What follows belongs to an exercise in optimizing a design on an open flow for small area; a production flow would make more cautious choices.
The RTL was checked by simulation tests, not by an equivalence proof against the original design.
Power is estimated from default activity; no workload was simulated.

===== flow/run.sh =====
#!/bin/bash
# synth_recipe.tcl (not shown) runs the flow's synth.tcl, then flattens the netlist and writes it again
# the make line also repeats each setting of config.mk as NAME=value (left out here)
make -C /OpenROAD-flow-scripts/flow DESIGN_CONFIG=/design/flow/config.mk WORK_HOME=/design/flow/orfs CLKGATE_MAP_FILE= SYNTH_SCRIPT=/design/flow/synth_recipe.tcl finish

===== flow/config.mk =====
export PLATFORM = sky130hd
export DESIGN_NAME = speech_synth
export DESIGN_NICKNAME = speech_synth
export VERILOG_FILES = /design/flow/design.v
export SDC_FILE = /design/flow/constraint.sdc
export NUM_CORES = 4
export LEC_CHECK = 0
export CAP_MARGIN = 20
export CORE_MARGIN = 2
export CORE_UTILIZATION = 40
export SLEW_MARGIN = 20

===== flow/constraint.sdc =====
create_clock -name core_clock -period 32.0 [get_ports {clk}]
set_input_delay 6.4000 -clock core_clock [delete_from_list [all_inputs] [get_ports {clk}]]
set_output_delay 6.4000 -clock core_clock [all_outputs]
set_load 0.01 [all_outputs]

===== flow/design.v =====
package speech_pkg;
   localparam int NSTAGES    = 4;
   localparam int SAMPLE_DIV = 20;    
   localparam int SAMPLE_W   = 14;
   localparam int COEF_W     = 10;
   localparam int COEF_FRAC  = 9;
   localparam int OUT_W      = 10;    
   localparam int DATA_W     = 10;
   localparam int ADDR_W     = 3;
   localparam int LFSR_W     = 13;
   localparam int PROD_W = SAMPLE_W + COEF_W;
   localparam int SUM_W  = PROD_W + 1;
   typedef logic [ADDR_W-1:0] addr_t;
   typedef logic [DATA_W-1:0] data_t;
   localparam addr_t REG_ENERGY = 3'd0;
   localparam addr_t REG_PITCH  = 3'd1;
   localparam addr_t REG_K0     = 3'd2;    
   localparam addr_t REG_CMD    = 3'd6;
   localparam addr_t REG_STATUS = 3'd7;
   localparam logic [LFSR_W-1:0] LFSR_SEED = '1;
   typedef logic signed [SAMPLE_W-1:0] sample_t;
   typedef logic signed [COEF_W-1:0]   coef_t;
   typedef logic [7:0]                 energy_t;
   typedef logic [7:0]                 pitch_t;    
   typedef logic signed [OUT_W-1:0]    out_t;
   typedef struct packed {
      energy_t                  energy;
      pitch_t                   pitch;
      coef_t [NSTAGES-1:0]      k;
   } frame_t;
endpackage
`timescale 1ns/10ps
module host_regs (
   input  logic                clk,
   input  logic                reset,
   input  logic                ws,
   input  logic                rs,
   input  speech_pkg::addr_t   addr,
   input  speech_pkg::data_t   dd,
   input  logic                tick,
   output speech_pkg::data_t   dq,
   output logic                rdy,
   output speech_pkg::frame_t  shadow,
   output logic                talking,
   output logic                restart,
   output logic                load
);
   speech_pkg::data_t  rd_data;
   logic               req_pend;     
   logic               req_start;
   assign restart = tick & req_pend;
   assign load    = restart & req_start;
   always_comb begin
      case (addr)
         3'd0:    rd_data = speech_pkg::data_t'(shadow.energy);
         3'd1:    rd_data = speech_pkg::data_t'(shadow.pitch);
         3'd2:    rd_data = shadow.k[0];
         3'd3:    rd_data = shadow.k[1];
         3'd4:    rd_data = shadow.k[2];
         3'd5:    rd_data = shadow.k[3];
         3'd6:    rd_data = '0;
         default: rd_data = speech_pkg::data_t'(talking);
      endcase
   end
   always_ff @(posedge clk) begin
      if (reset) begin
         shadow    <= '0;
         rdy       <= 1'b0;
         talking   <= 1'b0;
         req_pend  <= 1'b0;
         req_start <= 1'b0;
      end else begin
         rdy <= ws | rs;
         if (ws) begin
            case (addr)
               3'd0: shadow.energy <= dd[7:0];
               3'd1: shadow.pitch  <= dd[7:0];
               3'd2: shadow.k[0]   <= dd;
               3'd3: shadow.k[1]   <= dd;
               3'd4: shadow.k[2]   <= dd;
               3'd5: shadow.k[3]   <= dd;
               default: ;
            endcase
         end
         if (restart) begin
            talking  <= req_start;
            req_pend <= 1'b0;
         end
         if (ws && addr == speech_pkg::REG_CMD) begin    
            req_pend  <= 1'b1;
            req_start <= dd[0];
         end
      end
   end
   always_ff @(posedge clk)
      dq <= rd_data;
endmodule
`timescale 1ns/10ps
module excitation_gen (
   input  logic                clk,
   input  logic                reset,
   input  speech_pkg::energy_t energy,
   input  speech_pkg::pitch_t  pitch,
   input  logic                talking,
   input  logic                restart,
   output logic [4:0]          div_cnt,
   output logic                tick,
   output speech_pkg::sample_t exc
);
   speech_pkg::pitch_t             pulse_cnt;
   logic [speech_pkg::LFSR_W-1:0]  lfsr;
   speech_pkg::sample_t            amp;
   assign tick = (div_cnt == 5'd19);
   assign amp  = speech_pkg::sample_t'({energy, 4'b0000});    
   always_comb begin
      if (!talking)
         exc = '0;
      else if (pitch == '0)
         exc = lfsr[0] ? amp : -amp;    
      else if (pulse_cnt == '0)
         exc = amp;
      else
         exc = '0;
   end
   always_ff @(posedge clk) begin
      if (reset) begin
         div_cnt   <= '0;
         pulse_cnt <= '0;
         lfsr      <= speech_pkg::LFSR_SEED;
      end else begin
         div_cnt <= tick ? '0 : div_cnt + 1'b1;
         if (tick) begin
            if (talking)
               lfsr <= {lfsr[0], lfsr[12:4], lfsr[3] ^ lfsr[12],
                        lfsr[2] ^ lfsr[12], lfsr[1] ^ lfsr[0]};
            if (restart)
               pulse_cnt <= '0;
            else if (talking && pitch != '0)
               pulse_cnt <= (pulse_cnt == '0) ? pitch - 1'b1 : pulse_cnt - 1'b1;
         end
      end
   end
endmodule
`timescale 1ns/10ps
module lattice_stage (
   input  logic                 clk,
   input  logic                 reset,
   input  logic [4:0]           div_cnt,
   input  logic                 restart,
   input  logic                 load,
   input  speech_pkg::coef_t [3:0] k_new,
   input  speech_pkg::sample_t  exc,
   output speech_pkg::sample_t  f_out
);
   speech_pkg::coef_t   [3:0] kr;     
   speech_pkg::sample_t [3:0] br;     
   speech_pkg::sample_t       f;
   logic                      zb;     
   logic                      f_step, b_step, first, last;
   speech_pkg::sample_t       init, x, initx, res;
   logic signed [23:0]        prod;
   logic signed [15:0]        s;
   logic signed [9:0]         kc;
   logic signed [13:0]        xs;
   always_comb begin
      f_step = (div_cnt == 5'd0) | (div_cnt == 5'd5) | (div_cnt == 5'd10) | (div_cnt == 5'd15);
      b_step = (div_cnt == 5'd4) | (div_cnt == 5'd9) | (div_cnt == 5'd14) | (div_cnt == 5'd19);
      first  = (div_cnt == 5'd0);
      last   = (div_cnt == 5'd19);
      if (b_step) begin
         init = (zb | last) ? '0 : br[1];
         x    = f;
      end else begin
         init = first ? exc : f;
         x    = zb ? '0 : br[0];
      end
      initx = b_step ? init : ~init;
      kc    = kr[0];
      xs    = x;
      prod  = kc * xs;
      s     = {{2{initx[13]}}, initx} + {prod[23], prod[23:9]};
      if (s[15:13] == {3{s[15]}})
         res = s[13:0];
      else
         res = {s[15], {13{~s[15]}}};
      if (!b_step)
         res = ~res;
   end
   always_ff @(posedge clk) begin
      kr <= load ? k_new : {kr[0], kr[3:1]};
      br <= {b_step ? res : br[0], br[3:1]};
      if (f_step)
         f <= res;
      if (reset)
         zb <= 1'b1;
      else if (last)
         zb <= restart;
   end
   assign f_out = f;
endmodule
`timescale 1ns/10ps
module sample_out (
   input  logic                clk,
   input  logic                reset,
   input  logic                talking,
   input  logic                tick,
   output logic                sample_valid
);
   always_ff @(posedge clk) begin
      if (reset)
         sample_valid <= 1'b0;
      else
         sample_valid <= tick & talking;
   end
endmodule
`timescale 1ns/10ps
module speech_synth (
   input  logic               clk,
   input  logic               reset,
   input  logic               ws,
   input  logic               rs,
   input  speech_pkg::addr_t  addr,
   input  speech_pkg::data_t  dd,
   output speech_pkg::data_t  dq,
   output logic               rdy,
   output speech_pkg::out_t   dac_out,
   output logic               sample_valid
);
   speech_pkg::frame_t  shadow;
   speech_pkg::energy_t energy;    
   speech_pkg::pitch_t  pitch;
   logic                talking;
   logic                restart;
   logic                load;
   logic                tick;
   logic [4:0]          div_cnt;
   speech_pkg::sample_t exc;
   speech_pkg::sample_t f3;
   host_regs u_host_regs (
      .clk     (clk),
      .reset   (reset),
      .ws      (ws),
      .rs      (rs),
      .addr    (addr),
      .dd      (dd),
      .tick    (tick),
      .dq      (dq),
      .rdy     (rdy),
      .shadow  (shadow),
      .talking (talking),
      .restart (restart),
      .load    (load)
   );
   always_ff @(posedge clk)
      if (load) begin
         energy <= shadow.energy;
         pitch  <= shadow.pitch;
      end
   excitation_gen u_excitation_gen (
      .clk     (clk),
      .reset   (reset),
      .energy  (energy),
      .pitch   (pitch),
      .talking (talking),
      .restart (restart),
      .div_cnt (div_cnt),
      .tick    (tick),
      .exc     (exc)
   );
   lattice_stage u_lattice (
      .clk     (clk),
      .reset   (reset),
      .div_cnt (div_cnt),
      .restart (restart),
      .load    (load),
      .k_new   (shadow.k),
      .exc     (exc),
      .f_out   (f3)
   );
   assign dac_out = f3[13:4];
   sample_out u_sample_out (
      .clk          (clk),
      .reset        (reset),
      .talking      (talking),
      .tick         (tick),
      .sample_valid (sample_valid)
   );
endmodule

==> results.txt <==
-- cell type report --
| cell class | instances | area share |
|---|---|---|
| tap | 461 | 0.0358 |
| sequential | 224 | 0.297 |
| clock buffer | 32 | 0.0390 |
| clock inverter | 10 | 0.00831 |
| multi-input combinational | 1099 | 0.544 |
| inverter | 196 | 0.0456 |
| timing repair buffer | 53 | 0.0303 |
-- worst max-delay path: cells and delay by family, from the launching register on --
family | cells | cell delay [ns]
compound gates | 14 | 5.03
fa+ha+maj | 8 | 3.55
simple gates | 4 | 0.58
buf+inv | 5 | 0.55
flops | 1 | 0.39
mux | 1 | 0.30
xor+xnor | 1 | 0.17
-- through the flow --
stage	instances	utilization	area (µm²)	hold WS [ns]	worst slack, ns
after floorplan	1587	-	14600	0.310	22.39
after global placement	2033	0.430	15400	0.310	21.72
after detailed placement	2033	0.430	15400	0.313	21.31
after CTS	2075	0.451	16100	0.328	21.24
after global routing	2075	0.451	16100	0.330	20.64
final	2075	0.451	16100	0.324	21.26
-- final timing paths --
| kind | startpoint | endpoint | slack [ns] |
|---|---|---|---|
| worst max-delay path | u_excitation_gen.div_cnt[0] | u_lattice.f[11] | 21.26 |
| worst min-delay path | u_lattice.br[36] | u_lattice.br[22] | 0.32 |
| worst max register to register | u_excitation_gen.div_cnt[0] | u_lattice.f[11] | 21.26 |
| worst min register to register | u_lattice.br[36] | u_lattice.br[22] | 0.32 |
-- state kept, by name, summed over array words and instances (netlist names) --
register / flops
u_host_regs.dq: 10
u_host_regs.talking: 1
u_lattice.f: 14
u_excitation_gen.lfsr: 13
u_host_regs.req_start: 1
u_sample_out.sample_valid: 1
u_host_regs.rdy: 1
pitch: 8
u_host_regs.req_pend: 1
u_excitation_gen.div_cnt: 5
u_lattice.br: 56
u_lattice.kr: 40
u_lattice.zb: 1
energy: 8
u_host_regs.shadow: 56
u_excitation_gen.pulse_cnt: 8
-- layout by cell type, fill, tap and decap left out, types with 4 or more instances in the layout --
| master | instances |
|---|---|
| xor2_1 | 7 |
| mux2_2 | 45 |
| o211ai_1 | 8 |
| o21a_1 | 5 |
| a21oi_1 | 97 |
| a21o_1 | 22 |
| nor3_1 | 8 |
| a211o_1 | 4 |
| nand3b_1 | 13 |
| xnor2_1 | 36 |
| or2_2 | 10 |
| nor2_1 | 99 |
| and2_1 | 58 |
| clkbuf_16 | 23 |
| buf_4 | 15 |
| o21ai_1 | 12 |
| clkbuf_1 | 7 |
| mux2i_1 | 20 |
| edfxtp_1 | 30 |
| o21bai_1 | 6 |
| fa_1 | 124 |
| a31oi_1 | 22 |
| inv_1 | 196 |
| dfxtp_1 | 194 |
| a211oi_1 | 18 |
| o31ai_1 | 5 |
| nand2_1 | 254 |
| a22oi_1 | 5 |
| nor2b_1 | 10 |
| ha_1 | 75 |
| nand2b_1 | 19 |
| nand3_1 | 16 |
| clkdlybuf4s50_1 | 37 |
| and3_1 | 8 |
| o22ai_1 | 5 |
| o21ai_0 | 21 |
| a221oi_1 | 13 |
-- power groups by stage --
stage | registers (mW) | clock network, mW | logic [mW]
CTS | 0.353 | 0.277 | 0.0996
global route | 0.356 | 0.287 | 0.109
detailed placement | 0.358 | 0 | 0.0986
finish | 0.352 | 0.272 | 0.101
global placement | 0.359 | 0 | 0.0976
floorplan | 0.346 | 0 | 0.0701
-- metal layers --
metal	GRT usage	share of wire	vias up
met1	0.261	0.45	5341
met5	0	0	-
met2	0.324	0.49	279
li1	-	-	5251
met3	0.0278	0.050	40
met4	0.0452	0.016	0
-- kinds of logic (layout without fill, tap and decap cells) --
logic type	after synthesis	after routing	synth area share
AND/OR/NAND/NOR	511	511	0.160
AO/OA/AOI/OAI	278	278	0.128
buffers and inverters	264	291	0.0710
flip-flops	224	224	0.328
adder cells (fa/ha/maj)	199	199	0.235
multiplexers	68	68	0.0521
XOR/XNOR	43	43	0.0258
==> impl_metrics.py <==
metrics = {
    "power": {
        "intPower_uw": 531,
        "seq_power_share": 0.486,
        "switchingPower_uw": 194,
        "leakagePower_nw": 7.01,
        "pwr-share-comb": 0.139,
        "ir_drop_v": 0.0000394,
        "p_total_uw": 725,
        "p_clk_frac": 0.375,
        "power-per-cell-area_mw_per_mm2": 45.0,
        "swShare": 0.267,
    },
    "sta": {
        "fin_crit_sh": 0.336,
        "fmax_mhz": 93.1,
        "min_period_ns": 10.74,
        "hold_violations": 0,
        "maxSlewViolCount": 0,
        "worstMarginPinSlew_ns": 1.03,
        "skew_ns": 0.0220,
        "setup_viol": 0,
        "grt_setup_unrepaired": "false",
        "fin_tns_setup_ns": 0,
        "slew_headroom": 0.309,
    },
    "placement": {
        "place_hpwl_um": 27000,
        "io_buffers": 38,
        "place_congestion": 0.806,
    },
    "clock_tree": {
        "cts_setup_buffers": 0,
        "cts_inserted_buffers": 23,
        "path_clk_slew_ns": 0.06,
        "cts_hold_buf": 0,
        "cts_resized": 0,
        "cts.sinks": 224,
        "cts_max_level": 1,
        "insertion_delay_ns": 0.52,
        "cts_tree": "done",
        "cts_root_buf": "clkbuf_16",
        "cts_buffer_depth": 3,
    },
    "global_routing": {
        "grt_pass1_vias": 10800,
        "track_usage": 0.192,
        "grt_pass1_wl_um": 58100,
        "grt_overflow_total": 0,
        "grt_max_degree": 85,
        "antenna_found_initial": 0,
    },
    "drt": {
        "wl_per_cell_um": 17.5,
        "drtPass1Iterations": 7,
        "drt-total-wl_um": 36300,
        "antenna_left": 0,
        "vias_per_cell": 5.26,
        "via_count": 10900,
        "first_iter_violations": 738,
        "route.detailed.drc": 0,
    },
    "synth": {
        "synthesis.area_mm2": 0.0146,
        "syn_area_per_cell_um2": 9.19,
        "synth.distinct_cells": 73,
        "ys_ff_latch": 224,
        "synth-edff-count": 30,
        "synth_warnings": 5,
        "yosysMostFrequentCell": "nand2_1",
        "yosys.area.top_type": "dfxtp_1",
        "synth_ff_type": "dfxtp_1",
        "synth_commonest_cells": "nand2_1 (254), inv_1 (196), dfxtp_1 (194), fa_1 (124), nor2_1 (99)",
        "ys_top_cells_by_area": "dfxtp_1 (27%), fa_1 (17%), nand2_1 (6.5%)",
        "synth.top_cell.area_share": 0.266,
        "synthCells": 1587,
        "yosysSeqAreaShare": 0.328,
        "syn_nets": 1803,
        "synthArstFlopShare": 0,
    },
    "finish": {
        "num-nets-final": 1813,
        "drive_gt1_frac": 0.0743,
        "seqCellArea_mm2": 0.00478,
        "insertedDiodeCount": 0,
        "fillers": 3495,
        "area.growth.synth_to_final_pct": 10.5,
        "multiInputGateArea_mm2": 0.00877,
    },
    "die": {
        "die_area_mm2": 0.0380,
        "rows": 69,
        "die_h_um": 195,
        "fp.coreArea_mm2": 0.0357,
        "initial_core_util": 0.408,
        "die_width_um": 195,
        "ios": 39,
    },
    "min_path": {
        "worstHoldPathCells": 0,
        "min_path_type": "reg2reg",
    },
    "run": {
        "drv_cap": 0,
    },
    "setup_path": {
        "required_ns": 32.36,
        "crit_arrival_ns": 11.10,
        "r2r_cells": 33,
        "cp_common_cell": "fa_1",
        "worst-path-max-fanout": 58,
        "cp-start-kind": "flop",
        "cp_slowest_cell": "o31ai_2",
        "cp-end-kind": "flop",
        "slowest_delay_ns": 0.79,
        "path_class": "reg2reg",
    },
    "status": {
        "status": "timing/DRC/antenna clean",
    },
}

port drivers added, routing unchanged:
The results above use ideal ports. As a check the final layout listed here was re-extracted and re-timed, cells and wires unchanged. Step 1 (the two cells are an assumption about what drives the block):
set clk [get_ports {clk}]
set_driving_cell -lib_cell sky130_fd_sc_hd__clkbuf_16 $clk
set_driving_cell -lib_cell sky130_fd_sc_hd__buf_2 [delete_from_list [all_inputs] $clk]
Step 2 also shifts input and output timing later by t, the mid clock arrival at the registers, as if the neighbouring blocks saw the same clock. a / b / c = ideal / step 1 / step 2; a / b = the first two.
t, ns: 0.558
slack for setup (ns): 21.259 / 21.259 / 21.259
hold WS [ns]: 0.324 / 0.324 / 0.324
latest minus earliest clock arrival (ns): 0.023 / 0.023
worst slew at a driven data input, ns: 0.04
After both steps setup and hold are still met in this run. The setup slack of this run moves by 0.000 ns with the drivers and by 0.000 ns with both steps.
